Context: an optimization exercise on an open-source flow, tuned for small area and a short achievable clock period. The choices shown serve that exercise and are no tape-out recipe. Function was checked by simulation only, so behaviour that the tests miss may differ from the original. Power and IR drop assume default switching activity.

==> inputs of v37 <==
## sdram_burst_bridge
module sdram_burst_bridge #(
  parameter int DW         = 16,
  parameter int AW         = 24,
  parameter int FIFO_DEPTH = 256,
  parameter int MAX_BURST  = 256,
  parameter int COL_W      = 9
) (
  input  logic                        sys_clk,
  input  logic                        rst_n,
  input  logic                        cmd_valid,
  output logic                        cmd_ready,
  input  logic                        cmd_write,
  input  logic [AW-1:0]               cmd_addr,
  input  logic [9:0]                  cmd_len,
  input  logic                        wr_data_valid,
  output logic                        wr_data_ready,
  input  logic [DW-1:0]               wr_data,
  output logic                        rd_data_valid,
  output logic [DW-1:0]               rd_data,
  output logic                        busy,
  output logic                        done,
  output logic                        err,
  output logic [$clog2(FIFO_DEPTH):0] fifo_level,
  input  logic                        sdram_init_done,
  output logic                        sdram_wr_req,
  input  logic                        sdram_wr_ack,
  output logic [23:0]                 sdram_wr_addr,
  output logic [9:0]                  sdram_wr_burst,
  output logic [DW-1:0]               sdram_din,
  output logic                        sdram_rd_req,
  input  logic                        sdram_rd_ack,
  output logic [23:0]                 sdram_rd_addr,
  output logic [9:0]                  sdram_rd_burst,
  input  logic [DW-1:0]               sdram_dout
);
==> flow/config.mk <==
export PLATFORM = sky130hd
export DESIGN_NAME = sdram_burst_bridge
export DESIGN_NICKNAME = sdram_burst_bridge
export VERILOG_FILES = /design/flow/design.v
export SDC_FILE = /design/flow/constraint.sdc
export NUM_CORES = 4
export LEC_CHECK = 0
export CAP_MARGIN = 20
export CORE_MARGIN = 2
export CORE_UTILIZATION = 55
export CTS_CLUSTER_DIAMETER = 60
export CTS_CLUSTER_SIZE = 25
export SETUP_SLACK_MARGIN = 0.5
export SLEW_MARGIN = 20
export SYNTH_HIERARCHICAL = 1
==> flow/constraint.sdc <==
create_clock -name core_clock -period 10.0 [get_ports {sys_clk}]
set_input_delay 2.0000 -clock core_clock [delete_from_list [all_inputs] [get_ports {sys_clk}]]
set_output_delay 2.0000 -clock core_clock [all_outputs]
set_load 0.01 [all_outputs]
standard.sh (not shown) runs the stock make flow with config.mk's settings and CLKGATE_MAP_FILE= SYNTH_SCRIPT=/design/flow/synth_recipe.tcl, a recipe that flattens the netlist after the stock synthesis.
==> flow/flow/run.sh <==
#!/bin/bash
# Layout: the standard flow (standard.sh, standard synthesis included),
# with only the port buffers changed: every input and output port is still
# buffered, by sky130_fd_sc_hd__buf_2 instead of the default delay buffer.
# make's output goes to standard_flow.log; each step's log is under orfs/logs/.
set -euo pipefail
cd "$(dirname "$0")/.."
bash standard.sh "BUFFER_PORTS_ARGS=-buffer_cell sky130_fd_sc_hd__buf_2" finish > standard_flow.log 2>&1
==> v17: changes against v37 <==
--- a/flow/design.v
+++ b/flow/design.v
@@ -38,13 +38,12 @@
   localparam int PAGE = 1 << COL_W;
   localparam int NG   = (FIFO_DEPTH - 1) / 3;    
   logic s_idle_q, s_check_q, s_wait_q, s_wrq_q, s_wx_q, s_rrq_q, s_rx_q, s_done_q;
   logic s_idle_d, s_check_d, s_wait_d, s_wrq_d, s_wx_d, s_rrq_d, s_rx_d, s_done_d;
   logic          run_q;
   logic          rdy_q;         
-  logic          busy_q;        
   logic          err_q, rd_valid_q;
   logic          write_q;
   logic [AW-1:0] addr_q;
   logic [9:0]    len_q;
   logic [DW-1:0] rd_data_q;
   logic [LW-1:0] count_q, count_d, count_inc, count_dec;
@@ -182,13 +181,12 @@
       s_wx_q     <= 1'b0;
       s_rrq_q    <= 1'b0;
       s_rx_q     <= 1'b0;
       s_done_q   <= 1'b0;
       run_q      <= 1'b0;
       rdy_q      <= 1'b0;
-      busy_q     <= 1'b0;
       err_q      <= 1'b0;
       rd_valid_q <= 1'b0;
       count_q    <= '0;
       push_q     <= 1'b0;
       hold_q     <= 1'b1;
       flip_q     <= 1'b0;
@@ -203,13 +201,12 @@
       s_wx_q     <= s_wx_d;
       s_rrq_q    <= s_rrq_d;
       s_rx_q     <= s_rx_d;
       s_done_q   <= s_done_d;
       run_q      <= 1'b1;
       rdy_q      <= s_idle_d;
-      busy_q     <= !s_idle_d;
       err_q      <= s_check_q && bad;
       rd_valid_q <= sdram_rd_ack && (s_rrq_q || s_rx_q);
       count_q    <= count_d;
       push_q     <= push;
       hold_q     <= !push;
       flip_q     <= !flip_q;
@@ -221,13 +218,13 @@
     end
   end
   assign cmd_ready      = rdy_q && sdram_init_done;
   assign wr_data_ready  = run_q && !count_q[PW];
   assign rd_data_valid  = rd_valid_q;
   assign rd_data        = rd_data_q;
-  assign busy           = busy_q;
+  assign busy           = !s_idle_q;
   assign done           = s_done_q;
   assign err            = err_q;
   assign fifo_level     = count_q;
   assign sdram_wr_req   = s_wrq_q;
   assign sdram_wr_addr  = 24'(addr_q);
   assign sdram_wr_burst = len_q;
Settings changed: CORE_UTILIZATION 55 to 45, PLACE_DENSITY set to 0.5.
==> run notes <==
- v37 passed the timing, DRC and antenna checks. v17 ran to the end with violations: antenna violations.
- Of v17 and v37, v17 has the higher worst setup slack (gap 0.092 ns).
- Between v37 and v17, the lower combinational power is in v17 (gap about 3.7%, measured against v17).
- Count of clock-buffer cells in the layout: v17 is higher than v37 (77).
- In v37 the non-clock buffer count is lower than in v17, by 8.
- Against v17, the design area of v37 is lower by about 2.5%.
- Of v17 and v37, v37 has the higher sequential share of layout area (gap 1.5 points).

==> port drivers added, routing unchanged <==
No port has a modelled driver above. Below, the same layouts with a new extraction and two added sets of constraints. Step 1: set_driving_cell puts a clkbuf_16 on sys_clk and a buf_2 on each other input, an assumption about the parent block. Step 2 times the ports against the registers' clock, not the clock port: input delays grow and output delays shrink by t, the midpoint of the rising clock arrivals with the driver on. a / b / c = ideal ports / drivers / drivers and shift; a / b = the first two.
run	t (ns)	slack for setup (ns)	worst hold slack (ns)	worst setup path after step 2	clock arrival spread, ns
v37	0.982	5.120 / 5.120 / 5.120	0.439 / 0.439 / 0.439	register to register	0.037 / 0.036
v17	0.994	5.212 / 5.212 / 4.891	0.440 / 0.440 / 0.440	input to register	0.036 / 0.035
The setup slack of v17, which loses most, moves by 0.000 ns with the drivers and by -0.321 ns with both steps.
